Source: an optimization exercise on an open RTL-to-GDS flow (aim: a short achievable clock period and few clock cycles). Production flows keep margins and buffers that such runs may drop.
Function was checked by simulation only, so behaviour that the tests miss may differ from the original.

==> willow <==
==> flow/design.v (excerpt) <==
module fir_coef_loader
#(
  parameter int MAX_TAPS = 64,
  parameter int COEF_W   = fir_pkg::COEF_W_DEFAULT,
  parameter int AW       = $clog2(MAX_TAPS)
) (
  input  logic              clk,
  input  logic              reset,
  input  logic              wr_en,
  input  logic [AW-1:0]     wr_addr,
  input  logic [COEF_W-1:0] wr_data,
  input  logic [AW:0]       ntaps,
  input  logic              start,
  input  logic [31:0]       fir_len,
  output logic [COEF_W-1:0] cfg_din,
  output logic              cfg_ce,
  output logic              busy,
  output logic              done,
  output logic [1:0]        err
);
  fir_pkg::loader_state_t     state, state_nxt;
  logic [AW:0]       ntaps_r;
  logic [31:0]       len_r, pad_r, cnt, ntaps_ext;
  logic [AW-1:0]     idx;
  logic              ce_q, zero_q, len_bad, issue, issue_zero;
  logic [COEF_W-1:0] rd_data;
  ...
==> module coef_ram, before the edit <==
module coef_ram
#(
  parameter int DEPTH = 64,
  parameter int W     = fir_pkg::COEF_W_DEFAULT,
  parameter int AW    = $clog2(DEPTH)
) (
  input  logic          clk,
  input  logic          we,
  input  logic [AW-1:0] wr_addr,
  input  logic [W-1:0]  wr_data,
  input  logic [AW-1:0] rd_addr,
  output logic [W-1:0]  rd_data
);
  logic [W-1:0] mem [DEPTH];
  always_ff @(posedge clk) begin
    if (we) mem[wr_addr] <= wr_data;
    rd_data <= mem[rd_addr];
  end
endmodule
==> module fir_coef_loader, before the edit <==
module fir_coef_loader
#(
  parameter int MAX_TAPS = 64,
  parameter int COEF_W   = fir_pkg::COEF_W_DEFAULT,
  parameter int AW       = $clog2(MAX_TAPS)
) (
  input  logic              clk,
  input  logic              reset,
  input  logic              wr_en,
  input  logic [AW-1:0]     wr_addr,
  input  logic [COEF_W-1:0] wr_data,
  input  logic [AW:0]       ntaps,
  input  logic              start,
  input  logic [31:0]       fir_len,
  output logic [COEF_W-1:0] cfg_din,
  output logic              cfg_ce,
  output logic              busy,
  output logic              done,
  output logic [1:0]        err
);
  fir_pkg::loader_state_t     state, state_nxt;
  logic [AW:0]       ntaps_r;
  logic [31:0]       len_r, pad_r, cnt, ntaps_ext;
  logic [AW-1:0]     idx;
  logic              ce_q, zero_q, len_bad, issue, issue_zero;
  logic [COEF_W-1:0] rd_data;
  assign ntaps_ext  = {{(31-AW){1'b0}}, ntaps_r};
  assign len_bad    = ntaps_ext > len_r;
  assign issue      = (state == fir_pkg::SHIFT) && (cnt != len_r);
  assign issue_zero = cnt < pad_r;
  coef_ram #(.DEPTH(MAX_TAPS), .W(COEF_W), .AW(AW)) u_ram (
    .clk     (clk),
    .we      (wr_en && !busy),
    .wr_addr (wr_addr),
    .wr_data (wr_data),
    .rd_addr (idx),
    .rd_data (rd_data)
  );
  always_ff @(posedge clk or negedge reset) begin
    if (!reset) state <= fir_pkg::IDLE;
    else        state <= state_nxt;
  end
  always_comb begin
    state_nxt = state;
    case (state)
      fir_pkg::IDLE:    if (start) state_nxt = fir_pkg::CHECK;
      fir_pkg::CHECK:   state_nxt = len_bad ? fir_pkg::ERR : ((len_r == 32'd0) ? fir_pkg::DONE : fir_pkg::SHIFT);
      fir_pkg::SHIFT:   if (!issue) state_nxt = fir_pkg::DONE;
      fir_pkg::DONE:    state_nxt = fir_pkg::IDLE;
      fir_pkg::ERR:     state_nxt = fir_pkg::IDLE;
      default: state_nxt = fir_pkg::IDLE;
    endcase
  end
  always_comb begin
    busy = (state != fir_pkg::IDLE);
    done = (state == fir_pkg::DONE) || (state == fir_pkg::ERR);
  end
  always_ff @(posedge clk or negedge reset) begin
    if (!reset) begin
      ntaps_r <= '0;
      len_r   <= '0;
      pad_r   <= '0;
      cnt     <= '0;
      idx     <= '0;
      ce_q    <= 1'b0;
      zero_q  <= 1'b0;
      err     <= fir_pkg::ERR_NONE;
    end else begin
      ce_q   <= issue;
      zero_q <= issue && issue_zero;
      case (state)
        fir_pkg::IDLE: if (start) begin
          ntaps_r <= ntaps;
          len_r   <= fir_len;
        end
        fir_pkg::CHECK: begin
          pad_r <= len_r - ntaps_ext;
          idx   <= ntaps_r[AW-1:0] - AW'(1);
          cnt   <= '0;
        end
        fir_pkg::SHIFT: if (issue) begin
          cnt <= cnt + 32'd1;
          if (!issue_zero) idx <= idx - AW'(1);
        end
        default: ;
      endcase
      if (state == fir_pkg::IDLE && start)              err <= fir_pkg::ERR_NONE;
      else if (state == fir_pkg::CHECK && len_bad)      err <= fir_pkg::ERR_LEN;
      else if (wr_en && busy && err != fir_pkg::ERR_LEN) err <= fir_pkg::ERR_WR_BUSY;
    end
  end
  assign cfg_din = (ce_q && !zero_q) ? rd_data : '0;
  assign cfg_ce  = ce_q;
endmodule
Settings: LEC_CHECK=0, CAP_MARGIN=20, CORE_MARGIN=2, CORE_UTILIZATION=40, SLEW_MARGIN=20; clock period 4.0 ns.
run.sh (not shown) runs the stock make flow with config.mk's settings and CLKGATE_MAP_FILE= SYNTH_SCRIPT=/design/flow/synth_recipe.tcl, a recipe that flattens the netlist after the stock synthesis.
==> garnet: changes against willow <==
==> flow/design.v (replaced) <==
package fir_pkg;
  localparam int COEF_W_DEFAULT = 25;
  typedef enum logic [1:0] {
    ERR_NONE    = 2'd0,
    ERR_LEN     = 2'd1,
    ERR_WR_BUSY = 2'd2
  } err_t;
endpackage
module coef_ram
#(
  parameter int DEPTH = 64,
  parameter int W     = fir_pkg::COEF_W_DEFAULT,
  parameter int AW    = $clog2(DEPTH)
) (
  input  logic             clk,
  input  logic             we,
  input  logic [AW-1:0]    wr_addr,
  input  logic [W-1:0]     wr_data,
  input  logic [DEPTH-1:0] rd_sel,    
  output logic [W-1:0]     rd_data
);
  logic [W-1:0] mem [DEPTH];
  for (genvar i = 0; i < DEPTH; i++) begin : g_word
    always_ff @(posedge clk) begin
      if (we && wr_addr == AW'(i)) mem[i] <= wr_data;
    end
  end
  always_comb begin
    rd_data = '0;
    for (int i = 0; i < DEPTH; i++) rd_data = rd_data | (mem[i] & {W{rd_sel[i]}});
  end
endmodule
module fir_coef_loader
#(
  parameter int MAX_TAPS = 64,
  parameter int COEF_W   = fir_pkg::COEF_W_DEFAULT,
  parameter int AW       = $clog2(MAX_TAPS)
) (
  input  logic              clk,
  input  logic              reset,
  input  logic              wr_en,
  input  logic [AW-1:0]     wr_addr,
  input  logic [COEF_W-1:0] wr_data,
  input  logic [AW:0]       ntaps,
  input  logic              start,
  input  logic [31:0]       fir_len,
  output logic [COEF_W-1:0] cfg_din,
  output logic              cfg_ce,
  output logic              busy,
  output logic              done,
  output logic [1:0]        err
);
  logic          accept;
  logic [AW+1:0] ntaps_p2;
  logic          g1, g2, bad;
  assign accept   = start && !busy;
  assign ntaps_p2 = {1'b0, ntaps} + (AW+2)'(2);
  assign g1       = fir_len > 32'(ntaps);        
  assign g2       = fir_len >= 32'(ntaps_p2);    
  assign bad      = 32'(ntaps) > fir_len;        
  logic              ph1;           
  logic              g2_r, bad_r;
  logic [31:0]       len_r;
  logic [AW+1:0]     x_r;           
  logic [31:0]       pl;            
  logic              plz;           
  logic [AW:0]       ml;            
  logic              mlz;           
  logic [MAX_TAPS-1:0] sel;         
  logic [COEF_W-1:0] rd_data;
  coef_ram #(.DEPTH(MAX_TAPS), .W(COEF_W), .AW(AW)) u_ram (
    .clk     (clk),
    .we      (wr_en && !busy),
    .wr_addr (wr_addr),
    .wr_data (wr_data),
    .rd_sel  (sel),
    .rd_data (rd_data)
  );
  logic active, issue_pad, issue_mem, last, none_left;
  assign active    = busy && !done && !(ph1 && bad_r);
  assign issue_pad = active && (ph1 ? g2_r : !plz);
  assign issue_mem = active && !issue_pad && !mlz;
  assign last      = (issue_pad && !ph1 && pl == 32'd1 && mlz) ||
                     (issue_mem && ml == (AW+1)'(1));
  assign none_left = busy && !done && (ph1 ? (bad_r || (!g2_r && mlz)) : (plz && mlz));
  always_ff @(posedge clk) begin
    if (!busy) begin
      len_r <= fir_len;
      x_r   <= ntaps_p2;
      g2_r  <= g2;
      bad_r <= bad;
      ml    <= ntaps;
      mlz   <= (ntaps == '0);
      for (int i = 0; i < MAX_TAPS; i++) sel[i] <= (ntaps[AW-1:0] == AW'((i + 1) % MAX_TAPS));
    end else begin
      if (ph1) begin
        pl  <= len_r - 32'(x_r);
        plz <= !g2_r || (len_r == 32'(x_r));
      end else if (issue_pad) begin
        pl  <= pl - 32'd1;
        plz <= (pl == 32'd1);
      end
      if (issue_mem) begin
        ml  <= ml - (AW+1)'(1);
        mlz <= (ml == (AW+1)'(1));
        sel <= {sel[0], sel[MAX_TAPS-1:1]};
      end
    end
  end
  always_ff @(posedge clk or negedge reset) begin
    if (!reset) begin
      busy    <= 1'b0;
      ph1     <= 1'b0;
      done    <= 1'b0;
      cfg_ce  <= 1'b0;
      cfg_din <= '0;
      err     <= fir_pkg::ERR_NONE;
    end else begin
      busy    <= accept || (busy && !done);
      ph1     <= accept;
      done    <= last || none_left;
      cfg_ce  <= accept ? g1 : (issue_pad || issue_mem);
      cfg_din <= issue_mem ? rd_data : '0;
      if (accept)                                    err <= fir_pkg::ERR_NONE;
      else if (ph1 && bad_r)                         err <= fir_pkg::ERR_LEN;
      else if (wr_en && busy && err != fir_pkg::ERR_LEN) err <= fir_pkg::ERR_WR_BUSY;
    end
  end
endmodule
==> metrics.cfg <==
[route]
firstDrtPassIters = 5

[timing]
fin_ws_ns = 0.427
min_period_ns = 3.57

[placed_design]
dp_hpwl_um = 101000

[synthesis]
syn_area_per_cell_sq_um = 22.0
ys_ff_latch = 1741

[outcome]
outcome = timing/DRC/antenna clean

[power_and_ir_drop]
combPwrFrac_pct = 27.9

The numbers above come from willow.

==> metrics.cfg <==
[outcome]
outcome = timing/DRC/antenna clean

[synthesis]
ys_ff_latch = 1778
syn_area_per_cell_sq_um = 18.0

[placed_design]
dp_hpwl_um = 165000
routabilityCongestion = 0.929

[route]
firstDrtPassIters = 6

[timing]
min_period_ns = 3.16
fin_ws_ns = 0.835

[power_and_ir_drop]
combPwrFrac_pct = 28.2

The numbers above come from garnet.

Testbench counts of willow, summed over its fixed seeds: cycles 15,057.
Testbench counts of garnet, summed over its fixed seeds: cycles 14,007.

## afterwards: timing with drivers on the ports
How much do the figures lean on ideal ports? The routed layouts below were timed once more, with nothing changed but the port constraints.
Step 1: set_driving_cell puts a clkbuf_16 on clk and a buf_2 on each other input, an assumption about the parent block.
Step 2, shift: input delay + t, output delay - t, t = (earliest + latest rising clock arrival at the registers) / 2. This alone moves slack from input paths to output paths.
Slacks: ideal / step 1 / step 2; pairs: ideal / step 1.
| run | t (ns) | setup WS [ns] | hold WS [ns] | worst data-port slew with drivers (ns) |
|---|---|---|---|---|
| willow | 0.869 | 0.427 / 0.346 / 0.706 | 0.025 / -0.032 / 0.472 | 0.16 |
| garnet | 0.890 | 0.835 / 0.835 / 0.416 | 0.079 / 0.021 / 0.582 | 0.20 |
After both steps setup and hold are still met in every run listed. The setup slack of garnet, which loses most, moves by 0.000 ns with the drivers and by -0.419 ns with both steps.
